Background: an optimization exercise with open tools, aiming at small area, a short achievable clock period and few clock cycles per item. Do not read the settings as production practice. Only simulation tests tie the RTL to the original design; equivalence was not proved. No activity file was given, so power comes from the tool's default toggle rates.

==> design/flow/design.v <==
package wave_gen_pkg;
   localparam logic [1:0] WAVE_SINE  = 2'd0;
   localparam logic [1:0] WAVE_PULSE = 2'd1;
   localparam logic [1:0] WAVE_TRI   = 2'd2;
   localparam logic [1:0] WAVE_SAW   = 2'd3;
   typedef enum logic [1:0] {
      ST_IDLE  = 2'd0,
      ST_ISSUE = 2'd1,
      ST_DRAIN = 2'd2,
      ST_DONE  = 2'd3
   } wg_state_t;
   localparam logic [1:0] RST_WAVE = WAVE_SINE;
   localparam int         RST_STEP = 0;
   localparam int         RST_MIN  = 0;
   localparam logic [6:0] RST_DUTY = 7'd50;
   localparam logic [6:0] DUTY_MAX = 7'd100;
endpackage
module sine_lut #(
   parameter int DW = 12
) (
   input  logic [9:0]    phase_i,
   output logic [DW-1:0] u_o
);
   localparam logic signed [63:0] PI_Q30 = 64'sd3373259426;
   function automatic logic [DW-2:0] entry(input int k);
      logic signed [63:0] x;
      logic signed [63:0] x2;
      logic signed [63:0] term;
      logic signed [63:0] s;
      logic signed [63:0] e;
      x    = (PI_Q30 * 64'(2 * k + 1)) / 64'sd1024;
      x2   = (x * x) >>> 30;
      term = x;
      s    = x;
      for (int n = 1; n <= 7; n++) begin
         term = -((term * x2) >>> 30) / 64'((2 * n) * (2 * n + 1));
         s    = s + term;
      end
      e = (64'((1 << (DW - 1)) - 1) * s + (64'sd1 <<< 29)) >>> 30;
      entry = e[DW-2:0];
   endfunction
   logic [DW-2:0] rom [256];
   for (genvar g = 0; g < 256; g++) begin : g_rom
      localparam logic [DW-2:0] ENTRY = entry(g);
      assign rom[g] = ENTRY;
   end
   logic [7:0]    idx;
   logic [DW-2:0] e_sel;
   always_comb begin
      idx   = phase_i[8] ? ~phase_i[7:0] : phase_i[7:0];
      e_sel = rom[idx];
      u_o   = {~phase_i[9], e_sel ^ {(DW-1){phase_i[9]}}};
   end
endmodule
module wave_gen_multi #(
   parameter int NCH = 2,
   parameter int DW  = 12,
   parameter int PW  = 24,
   localparam int CHW = (NCH > 1) ? $clog2(NCH) : 1
) (
   input  logic              CLOCK,
   input  logic              RESET,
   input  logic              tick,
   input  logic [NCH-1:0]    enable,
   input  logic              cfg_valid,
   output logic              cfg_ready,
   input  logic [CHW-1:0]    cfg_ch,
   input  logic [1:0]        cfg_wave,
   input  logic [PW-1:0]     cfg_step,
   input  logic [DW-1:0]     cfg_min,
   input  logic [DW-1:0]     cfg_max,
   input  logic [6:0]        cfg_duty,
   output logic              cfg_err,
   output logic [NCH*DW-1:0] sample,
   output logic              sample_valid,
   output logic              overrun
);
   assign cfg_ready = 1'b1;
   logic [PW-1:0]  phase_q    [NCH];
   logic [1:0]     act_wave_q [NCH];
   logic [PW-1:0]  act_step_q [NCH];
   logic [DW-1:0]  act_min_q  [NCH];
   logic [DW-1:0]  act_rng_q  [NCH];
   logic [6:0]     act_duty_q [NCH];
   logic [1:0]     sh_wave_q  [NCH];
   logic [PW-1:0]  sh_step_q  [NCH];
   logic [DW-1:0]  sh_min_q   [NCH];
   logic [DW-1:0]  sh_rng_q   [NCH];
   logic [6:0]     sh_duty_q  [NCH];
   logic          cfg_acc;
   logic          cfg_bad;
   logic          cfg_wr;
   logic [DW:0]   cfg_diff;
   assign cfg_acc  = cfg_valid && cfg_ready;
   assign cfg_diff = {1'b0, cfg_max} - {1'b0, cfg_min};
   assign cfg_bad  = cfg_diff[DW] || (cfg_duty > wave_gen_pkg::DUTY_MAX) ||
                     (int'(cfg_ch) >= NCH);
   assign cfg_wr   = cfg_acc && !cfg_bad;
   logic tick_acc;
   assign tick_acc = tick && cfg_ready;
   logic [DW-1:0]  u_d    [NCH];
   logic [PW:0]    sum_w  [NCH];
   for (genvar c = 0; c < NCH; c++) begin : g_lane
      logic [PW-1:0] p;
      logic [DW-1:0] tri_t;
      logic          pulse_hi;
      logic [DW-1:0] lut_u;
      assign p     = phase_q[c];
      assign tri_t = p[PW-2 -: DW];
      assign sum_w[c] = {1'b0, p} + {1'b0, act_step_q[c]};
      sine_lut #(.DW(DW)) u_sine_lut (
         .phase_i (p[PW-1 -: 10]),
         .u_o     (lut_u)
      );
      always_comb begin
         pulse_hi = (17'(p[PW-1 -: 10]) * 17'd100) < (17'(act_duty_q[c]) * 17'd1024);
         case (act_wave_q[c])
            wave_gen_pkg::WAVE_SAW:   u_d[c] = p[PW-1 -: DW];
            wave_gen_pkg::WAVE_TRI:   u_d[c] = p[PW-1] ? ~tri_t : tri_t;
            wave_gen_pkg::WAVE_PULSE: u_d[c] = pulse_hi ? '1 : '0;
            default:                  u_d[c] = lut_u;
         endcase
         if (!enable[c]) begin
            u_d[c] = '0;
         end
      end
   end
   logic [DW-1:0]  s1_u_q   [NCH];
   logic [DW-1:0]  s1_min_q [NCH];
   logic [DW-1:0]  s1_rng_q [NCH];
   logic           s1_valid_q;
   always_ff @(posedge CLOCK) begin
      for (int c = 0; c < NCH; c++) begin
         s1_u_q[c]   <= u_d[c];
         s1_min_q[c] <= act_min_q[c];
         s1_rng_q[c] <= act_rng_q[c];
      end
   end
   logic [NCH*DW-1:0] out_d;
   always_comb begin
      for (int c = 0; c < NCH; c++) begin
         out_d[c*DW +: DW] = DW'(((2*DW+1)'(s1_min_q[c]) << DW) +
                                 (2*DW+1)'(s1_rng_q[c]) * (2*DW+1)'(s1_u_q[c]) +
                                 (2*DW+1)'(s1_u_q[c]) >> DW);
      end
   end
   logic [NCH*DW-1:0] sample_q;
   always_ff @(posedge CLOCK) begin
      sample_q <= out_d;
   end
   logic sample_valid_q;
   logic cfg_err_q;
   logic overrun_q;
   always_ff @(posedge CLOCK or posedge RESET) begin
      if (RESET) begin
         for (int c = 0; c < NCH; c++) begin
            phase_q[c]    <= '0;
            act_wave_q[c] <= wave_gen_pkg::RST_WAVE;
            act_step_q[c] <= PW'(wave_gen_pkg::RST_STEP);
            act_min_q[c]  <= DW'(wave_gen_pkg::RST_MIN);
            act_rng_q[c]  <= '1;
            act_duty_q[c] <= wave_gen_pkg::RST_DUTY;
            sh_wave_q[c]  <= wave_gen_pkg::RST_WAVE;
            sh_step_q[c]  <= PW'(wave_gen_pkg::RST_STEP);
            sh_min_q[c]   <= DW'(wave_gen_pkg::RST_MIN);
            sh_rng_q[c]   <= '1;
            sh_duty_q[c]  <= wave_gen_pkg::RST_DUTY;
         end
         s1_valid_q     <= 1'b0;
         sample_valid_q <= 1'b0;
         cfg_err_q      <= 1'b0;
         overrun_q      <= 1'b0;
      end else begin
         for (int c = 0; c < NCH; c++) begin
            if (tick_acc) begin
               if (enable[c]) begin
                  phase_q[c] <= sum_w[c][PW-1:0];
                  if (sum_w[c][PW]) begin
                     act_wave_q[c] <= sh_wave_q[c];
                     act_step_q[c] <= sh_step_q[c];
                     act_min_q[c]  <= sh_min_q[c];
                     act_rng_q[c]  <= sh_rng_q[c];
                     act_duty_q[c] <= sh_duty_q[c];
                  end
               end else begin
                  phase_q[c] <= '0;
               end
            end
            if (cfg_wr && (cfg_ch == CHW'(c))) begin
               sh_wave_q[c] <= cfg_wave;
               sh_step_q[c] <= cfg_step;
               sh_min_q[c]  <= cfg_min;
               sh_rng_q[c]  <= cfg_diff[DW-1:0];
               sh_duty_q[c] <= cfg_duty;
               if (!enable[c]) begin
                  act_wave_q[c] <= cfg_wave;
                  act_step_q[c] <= cfg_step;
                  act_min_q[c]  <= cfg_min;
                  act_rng_q[c]  <= cfg_diff[DW-1:0];
                  act_duty_q[c] <= cfg_duty;
               end
            end
         end
         s1_valid_q     <= tick_acc;
         sample_valid_q <= s1_valid_q;
         cfg_err_q      <= cfg_acc && cfg_bad;
         if (tick && !cfg_ready) begin
            overrun_q <= 1'b1;
         end
      end
   end
   assign sample       = sample_q;
   assign sample_valid = sample_valid_q;
   assign cfg_err      = cfg_err_q;
   assign overrun      = overrun_q;
endmodule
module wave_gen_top (
   input  logic         CLOCK,
   input  logic         RESET,
   input  logic         tick,
   input  logic [5:0]   enable,
   input  logic         cfg_valid,
   output logic         cfg_ready,
   input  logic [2:0]   cfg_ch,
   input  logic [1:0]   cfg_wave,
   input  logic [23:0]  cfg_step,
   input  logic [11:0]  cfg_min,
   input  logic [11:0]  cfg_max,
   input  logic [6:0]   cfg_duty,
   output logic         cfg_err,
   output logic [71:0]  sample,
   output logic         sample_valid,
   output logic         overrun
);
   wave_gen_multi #(.NCH(6), .DW(12), .PW(24)) u_gen (
      .CLOCK        (CLOCK),
      .RESET        (RESET),
      .tick         (tick),
      .enable       (enable),
      .cfg_valid    (cfg_valid),
      .cfg_ready    (cfg_ready),
      .cfg_ch       (cfg_ch),
      .cfg_wave     (cfg_wave),
      .cfg_step     (cfg_step),
      .cfg_min      (cfg_min),
      .cfg_max      (cfg_max),
      .cfg_duty     (cfg_duty),
      .cfg_err      (cfg_err),
      .sample       (sample),
      .sample_valid (sample_valid),
      .overrun      (overrun)
   );
endmodule
==> design/flow/run.sh <==
#!/bin/bash
# synth_recipe.tcl (not shown) runs the flow's synth.tcl, then flattens the netlist and writes it again
# the make line also repeats each setting of config.mk as NAME=value (left out here)
make -C /OpenROAD-flow-scripts/flow DESIGN_CONFIG=/design/flow/config.mk WORK_HOME=/design/flow/orfs CLKGATE_MAP_FILE= SYNTH_SCRIPT=/design/flow/synth_recipe.tcl finish
==> design/flow/config.mk <==
export PLATFORM = sky130hd
export DESIGN_NAME = wave_gen_top
export DESIGN_NICKNAME = wave_gen_top
export VERILOG_FILES = /design/flow/design.v
export SDC_FILE = /design/flow/constraint.sdc
export NUM_CORES = 4
export LEC_CHECK = 0
export ABC_CLOCK_PERIOD_IN_PS = 3000
export CAP_MARGIN = 20
export CORE_MARGIN = 2
export CORE_UTILIZATION = 40
export SETUP_SLACK_MARGIN = 5
export SLEW_MARGIN = 20
==> design/flow/constraint.sdc <==
create_clock -name core_clock -period 9.0 [get_ports {CLOCK}]
set_input_delay 1.8000 -clock core_clock [delete_from_list [all_inputs] [get_ports {CLOCK}]]
set_output_delay 1.8000 -clock core_clock [all_outputs]
set_load 0.01 [all_outputs]
==> results of run 1 <==
## per-layer routing
layer / up-vias / track usage [%] / share of wire [%]
met5: - / 0 / 0.015
met4: 10 / 17.8 / 6.4
met3: 1392 / 4.91 / 8.1
met2: 5222 / 48.9 / 45
met1: 52500 / 41.3 / 41
li1: 47300 / - / -
## worst max-delay path, stage by stage, from the launching register on
cell                       delay, ps
sky130_fd_sc_hd__dfxtp_4         420
sky130_fd_sc_hd__buf_4           150
sky130_fd_sc_hd__nand2_1          80
sky130_fd_sc_hd__fa_1            530
sky130_fd_sc_hd__fa_1            410
sky130_fd_sc_hd__inv_1            90
sky130_fd_sc_hd__fa_1            430
sky130_fd_sc_hd__fa_1            490
sky130_fd_sc_hd__inv_1            50
sky130_fd_sc_hd__fa_1            470
sky130_fd_sc_hd__inv_1            40
sky130_fd_sc_hd__ha_1            260
sky130_fd_sc_hd__o21a_1          160
sky130_fd_sc_hd__o21a_1          190
sky130_fd_sc_hd__o21ai_2         160
sky130_fd_sc_hd__o31ai_4         110
sky130_fd_sc_hd__and4_4          200
sky130_fd_sc_hd__o21a_1          200
sky130_fd_sc_hd__o31a_1          340
sky130_fd_sc_hd__buf_4           150
sky130_fd_sc_hd__buf_6           120
sky130_fd_sc_hd__nor2_4          140
sky130_fd_sc_hd__o311ai_4        110
## what timing repair did
action,in CTS,in global routing
hold buffers,0,0
resized for setup,944,336
pin swaps,321,269
setup buffers,320,111
setup endpoints to repair,830,717
cloned,45,14
## cell families (layout without fill, tap and decap cells)
family | after synthesis | in the layout | share of synthesized area, %
simple gates | 3965 | 3987 | 17.9
fa+ha+maj | 1487 | 1487 | 21.9
buf+inv | 2434 | 2654 | 8.51
mux | 338 | 338 | 3.18
flops | 1119 | 1119 | 24.1
other cells | 2 | 30 | 0.00676
xor+xnor | 349 | 349 | 2.75
compound gates | 3697 | 3700 | 21.6
## sequential cells by signal (all words and copies together), names as in the netlist
| signal | count |
|---|---|
| u_gen.sh_wave_q | 12 |
| u_gen.s1_valid_q | 1 |
| u_gen.act_min_q | 72 |
| u_gen.act_wave_q | 12 |
| u_gen.sh_step_q | 144 |
| u_gen.sh_min_q | 72 |
| u_gen.s1_min_q | 72 |
| u_gen.sample_q | 72 |
| u_gen.phase_q | 144 |
| u_gen.cfg_err_q | 1 |
| u_gen.sh_duty_q | 42 |
| u_gen.s1_u_q | 72 |
| u_gen.act_rng_q | 72 |
| u_gen.act_duty_q | 42 |
| u_gen.sample_valid_q | 1 |
| u_gen.sh_rng_q | 72 |
| u_gen.s1_rng_q | 72 |
| u_gen.act_step_q | 144 |
## per-stage QoR
step	cell area [µm²]	util [%]	setup TNS (ps)	std cells	hold slack, ps
after global placement	117000	42.2	0	16600	336
after detailed placement	117000	42.2	0	16600	343
after floorplan	112000	-	-2801800	13400	331
final	131000	47.3	0	17400	361
after global routing	131000	47.3	0	17400	374
after CTS	128000	46.4	0	17200	360
## power by group
group          internal (mW)  switching (mW)  leakage [nW]
logic                   10.4            16.2          43.7
clock network           3.40            2.35          2.24
registers               6.78            1.79          12.8
## how the worst min path moves through the flow
| stage | slack [ps] | endpoint | cells past startpoint |
|---|---|---|---|
| global placement | 340 | u_gen.sample_valid_q$_DFF_PP0_ | 0 |
| floorplan | 330 | u_gen.sample_valid_q$_DFF_PP0_ | 0 |
| global route | 370 | u_gen.s1_min_q[0][11]$_DFF_P_ | 0 |
| CTS | 360 | u_gen.sample_valid_q$_DFF_PP0_ | 0 |
| finish | 360 | u_gen.sample_valid_q$_DFF_PP0_ | 0 |
| detailed placement | 340 | u_gen.sample_valid_q$_DFF_PP0_ | 0 |
## cell type report
cell class                      count  share of cell area, %
Tap cell                         3705                   3.54
Sequential cell                  1119                   20.8
Antenna cell                       28                 0.0536
Clock inverter                     59                  0.553
Timing Repair inverter              2                0.00957
Inverter                         1431                   4.19
Timing Repair Buffer              981                   7.27
Multi-Input combinational cell   9863                   60.6
Clock buffer                      181                   2.93
## layout by cell type, fill, tap and decap left out, types with 99 or more instances in the layout
| cell type | Yosys | layout |
|---|---|---|
| sky130_fd_sc_hd__a31oi_1 | 163 | 147 |
| sky130_fd_sc_hd__buf_6 | 5 | 126 |
| sky130_fd_sc_hd__a211oi_1 | 129 | 118 |
| sky130_fd_sc_hd__dfstp_2 | 180 | 180 |
| sky130_fd_sc_hd__clkbuf_16 | 0 | 148 |
| sky130_fd_sc_hd__dfrtp_1 | 651 | 619 |
| sky130_fd_sc_hd__ha_1 | 728 | 647 |
| sky130_fd_sc_hd__mux2_2 | 114 | 114 |
| sky130_fd_sc_hd__clkdlybuf4s50_1 | 0 | 119 |
| sky130_fd_sc_hd__a21oi_1 | 935 | 867 |
| sky130_fd_sc_hd__a21o_1 | 106 | 104 |
| sky130_fd_sc_hd__o22ai_1 | 352 | 346 |
| sky130_fd_sc_hd__and2_1 | 486 | 446 |
| sky130_fd_sc_hd__nand3_1 | 170 | 162 |
| sky130_fd_sc_hd__nand2_1 | 1426 | 1412 |
| sky130_fd_sc_hd__nor3_1 | 197 | 185 |
| sky130_fd_sc_hd__fa_1 | 757 | 746 |
| sky130_fd_sc_hd__a22oi_1 | 212 | 208 |
| sky130_fd_sc_hd__inv_1 | 1406 | 1367 |
| sky130_fd_sc_hd__xor2_1 | 113 | 99 |
| sky130_fd_sc_hd__mux2i_1 | 222 | 222 |
| sky130_fd_sc_hd__buf_4 | 19 | 623 |
| sky130_fd_sc_hd__nor2_1 | 745 | 697 |
| sky130_fd_sc_hd__dfxtp_1 | 288 | 153 |
| sky130_fd_sc_hd__dfxtp_4 | 0 | 104 |
| sky130_fd_sc_hd__o21ai_0 | 716 | 657 |
| sky130_fd_sc_hd__nand4_1 | 101 | 101 |
| sky130_fd_sc_hd__nor4_1 | 142 | 137 |
| sky130_fd_sc_hd__xnor2_1 | 236 | 204 |
==> summary.txt, run 1 <==
- The flow ran to the end and the layout has no timing, DRC or antenna violations.
- The overall die height is 531 µm.
- The internal reg-to-reg setup slack is 3560 ps.
- Of the available clock period, the critical path in the final layout requires 60.5%.
- After filler insertion, the fill cell instance count of the layout stands at 26600.
- Cells with a size suffix above 1 make up 16.7% of the layout.
- The routed via count divided by cell count is 6.13.
- The TritonCTS clock tree is yes.
- In this run the worst setup path begins at u_gen.s1_u_q[1][5]$_SDFF_PN0_.
- The number of buffers on the longest clock path is 4.
- After floorplanning, the core was sized to cover 0.276 mm².
- The layout overhead on the synthesized area is 17.7%.
- CTS placed an instance of sky130_fd_sc_hd__clkbuf_16 at the clock tree root.
- The portion of synthesized cell area occupied by the leading cell type is 14.7%.
- Clock-pin slew was measured on the worst setup and hold paths at 60 ps.
- In this run the power density over the cells is 313 mW/mm².
- The initial antenna violation count is 47.
- The async set or reset register ratio after synthesis is 74.3%.
- The critical path in this run is classified as register to register.
- The length in cells of the worst reg-to-reg path is 22.
- The starting density of the core is 40.2%.
- In the routed design, unresolved DRC markers number 0.
- For this run, the register share of the synthesized area comes to 24.1%.
- The number of warning messages in the yosys log is 19.
- In this run the worst path has a maximum fanout of 8.
- The mean instance size in the synthesized netlist is 8.30 µm².
- The count of input and output buffers is 143.
- Row generation in the floorplan step produced 193 rows.
- At the pin with the least slew margin, the transition time is 1320 ps.
- Across the VDD grid, the largest voltage drop is 0.000225 V.
- In the final layout, flip-flops and latches occupy 0.0273 mm².
- The overall power consumption is 41.0 mW.
- The clock drives 1119 sinks.
- The number of global-route vias before repair is 103000.
- In this run, CTS created clock tree buffers numbering 138.
- Setup repair after global routing could not meet its margin everywhere.
- The number of H-tree levels is 4.
- The required time at the endpoint of the critical path is 9640 ps.
- The arrival time reported for the critical path endpoint is 6080 ps.
- The synthesized netlist occupies a cell area of 0.111 mm².
- In this run the worst hold path is classified as register to register.
- The final routed wirelength across all metal layers is 457000 µm.
- Synthesis produced 13400 cells.
- The number of iterations in the first detailed-routing pass is 9.
- The final estimated routing congestion in global placement is 1.04.
- The area of the die is 0.282 mm².
- The sum of net half-perimeters after detailed placement is 308000 µm.
- The latest clock arrival within the worst-skew pair is 820 ps.
- The detail route stage leaves a number of antenna-violating nets equal to 0.
- The register bit count reported by yosys is 1119.
- After the first detailed-routing iteration, the DRC count stood at 12200.
- The die span in x is 531 µm.
- The startpoint kind of the worst setup timing path is a register.
- Global routing used 31.4% of the available tracks across all layers.
- The count of endpoints failing hold in the final timing report is 0.
- Counting flops with a built-in enable in the synthesized netlist gives 0.
- The commonest cells after synthesis are 1426 x sky130_fd_sc_hd__nand2_1, 1406 x sky130_fd_sc_hd__inv_1, 935 x sky130_fd_sc_hd__a21oi_1, 757 x sky130_fd_sc_hd__fa_1, 745 x sky130_fd_sc_hd__nor2_1.
- The largest area contributor in the netlist is sky130_fd_sc_hd__dfrtp_1.
- The first-pass GRT wire length is 677000 µm.
- The final count of pins violating max slew is 0.
- The end of the critical path is u_gen.sample_q[22]$_DFF_P_.
- The top-level port count is 146.
- The worst path meets setup with 3560 ps of slack.
- The number of library cell types mapped by synthesis is 113.
- Subtracting the final worst setup slack from the clock period gives 5440 ps.
- Summing all multi-input logic gate instances after layout gives 0.0792 mm².
- Yosys instantiated no cell more often than sky130_fd_sc_hd__nand2_1.
- The most used flip-flop cell after synthesis is sky130_fd_sc_hd__dfrtp_1.
- The final number of setup-violating endpoints is 0.
- Timing analysis after detailed placement gives a worst setup slack of 1840 ps.
- The count of nets after finishing is 15100.
- After detailed routing, the average wire length per cell comes to 26.3 µm.
- Yosys attributes the largest share of cell area to sky130_fd_sc_hd__dfrtp_1 15%, sky130_fd_sc_hd__fa_1 14%, sky130_fd_sc_hd__ha_1 8.2%.
- The end of the worst register-to-register path is u_gen.sample_q[22]$_DFF_P_.
- Between clock sinks in the finished design, the worst skew comes to 69.0 ps.
- The startpoint identified for the worst hold timing path is u_gen.s1_valid_q$_DFF_PP0_.
- The pin count of the biggest net entering global routing is 174.
- The leakage power is 58.8 nW.
- The startpoint identified for the worst register-to-register timing path is u_gen.s1_u_q[1][5]$_SDFF_PN0_.
- The sum of overflow across all layers after global routing is 0.
- In this run the tightest slew margin relative to its limit is 12.2%.
- Max-cap violations in this run came to 0.
- The number of nets handed over by synthesis was 14900.
- The routed layout has 106000 vias.
- For this run, the top clock speed supported by timing is 184 MHz.
- STA classifies the critical path endpoint as a register.
Testbench counts, summed over its fixed seeds: cycles 6,422, items 5,628.
==> run 2, diff against run 1 <==
==> design/flow/config.mk (replaced) <==
export PLATFORM = sky130hd
export DESIGN_NAME = wave_gen_top
export DESIGN_NICKNAME = wave_gen_top
export VERILOG_FILES = /design/flow/design.v
export SDC_FILE = /design/flow/constraint.sdc
export NUM_CORES = 4
export LEC_CHECK = 0
export CAP_MARGIN = 20
export CORE_MARGIN = 2
export CORE_UTILIZATION = 40
export SLEW_MARGIN = 20
==> run 2 against run 1 <==
Compared with the run above:
- still clean on timing, DRC and antenna
- flip-flop and latch count unchanged
- first-iteration DRC count decreased by 1.3%
- worst setup slack lost 1500 ps
- global-route usage is 1.4 points lower
- combinational power shrank 16%
- register-to-register slack got worse by 1300 ps
- sequential share of layout area up 1.4 points
- sequential power is essentially flat
- core utilization fell by 3.7 points
- hold slack worse by 32 ps
- critical endpoint is now u_gen.act_step_q[2][14]$_DFF_PP0_
==> summary.txt, run 2 <==
- The type of the worst setup path is input port to register.
- The startpoint identified for the worst hold timing path is u_gen.act_min_q[2][8]$_DFF_PP0_.
- The switching portion of total power was 51.1% (+1.3 points).
- The clock input transition at the sequential cells of the worst setup and hold paths is 60 ps (about the same).
- The worst slew slack as a fraction of its limit is 13.7% (+1.5 points).
- The number of H-tree levels was 3 (-1).
- The starting density of the core came to 40.2% (unchanged).
- The measured slew at the worst slew-check pin is 1280 ps (-35.7 ps).
- The multiplexer share of the synthesized area is 3.18% (unchanged).
- The parity-gate share of the synthesized area counting xor and xnor cells is 2.75% (unchanged).
- The count of endpoints failing hold in the final timing report was 0 (unchanged).
- The combined area of all synthesized cells is 0.111 mm² (unchanged).
- The largest registers in the layout are u_gen.act_step_q: 144 flops, u_gen.phase_q: 144 flops, u_gen.sh_step_q: 144 flops.
- The first-pass GRT wire length is 650000 µm (-4.0%).
- The number of warning messages in the yosys log is 19 (unchanged).
- The row count was 193 (unchanged).
- The register bit count reported by yosys is 1119 (unchanged).
- The async set or reset register ratio after synthesis came to 74.3% (unchanged).
- The final count of pins violating max slew came to 0 (unchanged).
- The count of flip-flops with a built-in enable after synthesis is 0 (unchanged).
- The most critical setup path has its endpoint at u_gen.act_step_q[2][14]$_DFF_PP0_.
- The maximum ir drop on the vdd rail was 0.000199 V (-12%).
- The count of buffers added by post-CTS timing repair for setup came to 0 (-100%).
- The number of routed nets with antenna violations is 0 (unchanged).
- The power density of the placed cells was 301 mW/mm² (-3.9%).
- The mean instance size in the synthesized netlist is 8.30 µm² (unchanged).
- The count of input and output buffers was 143 (unchanged).
- The synthesized instance count is 13400 (unchanged).
- The worst setup path is captured at a register.
- The portion of synthesized cell area occupied by the leading cell type is 14.7% (unchanged).
- The TritonCTS buffer count is 119 (-14%).
- The clock sink count is 1119 (unchanged).
- The arrival time reported for the critical path endpoint came to 7580 ps (+1500 ps).
- The startpoint of the worst register-to-register path is u_gen.s1_rng_q[4][7]$_DFF_P_.
- The die span in x is 531 µm (unchanged).
- The multi-input combinational cell area was 0.0752 mm² (-5.1%).
- The via count was 103000 (-3.4%).
- The count of hold buffers inserted by post-cts repair is 0 (unchanged).
- The startpoint kind of the worst setup timing path is an input port.
- The hold-critical path depth is 0 (unchanged).
- The final routed wirelength across all metal layers came to 433000 µm (-5.2%).
- The most common cell after layout, fill and taps aside is sky130_fd_sc_hd__nand2_1.
- The number of maximum-capacitance violations is 0 (unchanged).
- The worst hold path belongs to the class register to register.
- The proportion of power drawn by combinational gates was 62.0% (-3.0 points).
- The latest clock arrival within the worst-skew pair is 760 ps (-60 ps).
- The portion of the post-synthesis area used by sequential elements came to 24.1% (unchanged).
- The floorplan core area came to 0.276 mm² (unchanged).
- The TritonCTS clock tree is yes.
- Leaving out fill and tap cells, the most frequent cells in the layout are 1426 x sky130_fd_sc_hd__nand2_1, 1404 x sky130_fd_sc_hd__inv_1, 920 x sky130_fd_sc_hd__a21oi_1.
- The switching power was 18.5 mW (-9.0%).
- Setup repair after global routing left no endpoint under its margin.
- The total internal power is 17.8 mW (-14%).
- The largest area contributor in the netlist is sky130_fd_sc_hd__dfrtp_1.
- The cell area after layout was 0.121 mm² (-7.8%).
- Sorting the synthesized cells by area gives the leading types as sky130_fd_sc_hd__dfrtp_1 15%, sky130_fd_sc_hd__fa_1 14%, sky130_fd_sc_hd__ha_1 8.2%.
- The post-synthesis adder-cell area fraction is 21.9% (unchanged).
- The count of nets after finishing came to 14600 (-3.3%).
- The largest clock skew in the final design is 41.9 ps (-27.2 ps).
- The library cell used as clock root buffer is sky130_fd_sc_hd__clkbuf_16.
- The net count of the mapped netlist is 14900 (unchanged).
- The internal reg-to-reg setup slack came to 2280 ps (-1280 ps).
- The initial antenna violation count came to 45 (-4.3%).
- The number of global-route vias before repair is 98800 (-4.0%).
- The number of iterations in the first detailed-routing pass is 7 (-2).
- The compound-cell area share of the yosys netlist is 21.6% (unchanged).
- The required time at the endpoint of the critical path is 9650 ps (about the same).
- Sorting the synthesized cells by how often they occur yields 1426 x sky130_fd_sc_hd__nand2_1, 1406 x sky130_fd_sc_hd__inv_1, 935 x sky130_fd_sc_hd__a21oi_1, 757 x sky130_fd_sc_hd__fa_1, 745 x sky130_fd_sc_hd__nor2_1.
- The leakage power is 54.8 nW (-6.8%).
- The post-synthesis share of cell area spent on and, or, nand and nor gates is 17.9% (unchanged).
- The total cell area at the placement stage was 0.116 mm² (-0.10%).
- The sum of net half-perimeters after detailed placement is 311000 µm (+1.1%).
- The routed via count divided by cell count is 6.09 (-0.59%).
- The number of buffers on the longest clock path is 3 (-1).
- The initial DRC count came to 12000 (-1.3%).
- In this run the critical register-to-register path is captured at u_gen.sample_q[59]$_DFF_P_.
- The sum of overflow across all layers after global routing is 0 (unchanged).
- The filler cell count in the final layout is 27800 (+4.5%).
- The time the worst path needs with I/O delays and setup is 6930 ps (+1480 ps).
- The remaining design rule violation count came to 0 (unchanged).
- The final number of setup-violating endpoints is 0 (unchanged).
- The layout cell share with drive strength beyond 1 is 8.52% (-8.2 points).
- The average wire length per cell after detail routing is 25.7 µm (-2.5%).
- The area of the die is 0.282 mm² (unchanged).
- The power share of the sequential group is 23.6% (+2.7 points).
- The footprint of the flip-flops and latches came to 0.0268 mm² (-1.7%).
- The final estimated routing congestion in global placement came to 1.03 (-1.0%).
- By instance count, the leading cell after synthesis is sky130_fd_sc_hd__nand2_1.
- The overall routing resource usage came to 30.0% (-1.4 points).
- The dominant synthesized flop cell is sky130_fd_sc_hd__dfrtp_1.
- The number of library cell types mapped by synthesis is 113 (unchanged).
- The quantity of gates resized following cts is 0 (-100%).
- The clock group share of total power is 14.4% (+0.4 points).
- The accumulated negative setup slack is 0 ps (unchanged).
- The most critical setup path has its startpoint at cfg_min[2].
- The run finished with no timing, DRC or antenna violations.
- The top-level port count is 146 (unchanged).
- After synthesis, the largest family of logic cells by area is adder cells.
- The final period utilization is 77.0% (+16 points).
- Relative to the synthesized area, the layout overhead comes to 8.57%.
- The maximum net fanout on the critical path is 81 (+73).
- The overall die height is 531 µm (unchanged).
- The pin count of the biggest net entering global routing is 117 (-33%).
- The length in cells of the worst reg-to-reg path is 19 (-14%).
- The peak clock frequency supported by timing was 144 MHz (-21%).
[run 2: cell counts after synthesis]
Identical to the previous run, type by type.
[run 2: how the worst min path moves through the flow]
stage,to,slack (ps)
final,u_gen.s1_min_q[2][8]$_DFF_P_,330
after global routing,u_gen.s1_min_q[2][7]$_DFF_P_,350
after CTS,u_gen.s1_min_q[2][8]$_DFF_P_,330
after detailed placement,u_gen.sample_valid_q$_DFF_PP0_,340
after global placement,u_gen.sample_valid_q$_DFF_PP0_,330
after floorplan,u_gen.sample_valid_q$_DFF_PP0_,330
[run 2: power groups by stage]
stage          logic [mW]  registers, mW  clock network (mW)
6_report             22.5           8.58                5.22
5_1_grt              24.8           8.77                5.50
4_1_cts              22.1           8.56                5.32
3_5_place_dp         22.0           8.64                   0
3_3_place_gp         22.0           8.62                   0
2_1_floorplan        15.5           7.48                   0
[run 2: metrics by stage]
| step | setup slack, ps | power [mW] | util [%] | hold slack (ps) | instances |
|---|---|---|---|---|---|
| after CTS | 2130 | 36.0 | 43.6 | 333 | 16900 |
| after floorplan | -4070 | 23.0 | - | 331 | 13400 |
| final | 2070 | 36.3 | 43.7 | 329 | 16900 |
| after global placement | 1450 | 30.6 | 42.1 | 333 | 16600 |
| after detailed placement | 1370 | 30.7 | 42.1 | 336 | 16600 |
| after global routing | 1640 | 39.1 | 43.6 | 346 | 16900 |
[run 2: kinds of logic after synthesis]
| logic type | Yosys count |
|---|---|
| other cells | 2 |
| xor+xnor | 349 |
| fa+ha+maj | 1487 |
| buf+inv | 2434 |
| mux | 338 |
| compound gates | 3697 |
| simple gates | 3965 |
| flops | 1119 |
[run 2: worst max-delay path, cell delays in order]
cell	delay (ps)
sky130_fd_sc_hd__clkdlybuf4s50_1	760
sky130_fd_sc_hd__clkinv_1	670
sky130_fd_sc_hd__ha_1	600
sky130_fd_sc_hd__nor2b_1	160
sky130_fd_sc_hd__o21ai_0	190
sky130_fd_sc_hd__a21boi_0	190
sky130_fd_sc_hd__o31ai_1	400
sky130_fd_sc_hd__a31oi_1	310
sky130_fd_sc_hd__nand4_1	180
sky130_fd_sc_hd__buf_4	760
sky130_fd_sc_hd__nand2b_4	620
sky130_fd_sc_hd__buf_4	630
sky130_fd_sc_hd__nor2_1	90
sky130_fd_sc_hd__a21oi_1	140
[run 2: per-layer routing]
metal	wire length (µm)	up-vias	share of wire [%]	global-route usage [%]
li1	-	46200	-	-
met1	179000	50600	41	39.8
met2	193000	4741	45	46.9
met3	34000	1223	7.9	4.95
met4	26400	22	6.1	15.8
met5	138	-	0.032	0
[run 2: cell type report]
cell class / count / area share [%]
diodes: 24 / 0.0498
clock buffers: 165 / 2.81
clock inverters: 63 / 0.605
inverters: 1431 / 4.46
multi-input cells: 9838 / 62.4
flip-flops and latches: 1119 / 22.2
well taps: 3705 / 3.84
repair buffers: 531 / 3.63

## afterwards: timing with drivers on the ports
No port has a modelled driver above. Below, the same layouts with a new extraction and two added sets of constraints.
Step 1 assumes that a clkbuf_16 drives the clock port and a buf_2 every other input.
Step 2 adds t to the input delays and takes it off the output delays; t is the mean of the earliest and latest rising clock arrival at the registers after step 1. Input paths then give back, and output paths get back, about the clock's delay inside the block.
Slacks: ideal / step 1 / step 2; pairs: ideal / step 1.
| run | t, ns | setup WS [ns] | worst setup path at the end | cell pins on the clock port's net |
|---|---|---|---|---|
| run 1 | 0.876 | 3.556 / 3.556 / 3.556 | register to register | 1 |
| run 2 | 0.837 | 2.073 / 2.142 / 1.305 | input to register | 1 |
After both steps every run listed still meets setup and hold. The setup slack of run 2, which loses most, moves by +0.069 ns with the drivers and by -0.768 ns with both steps.
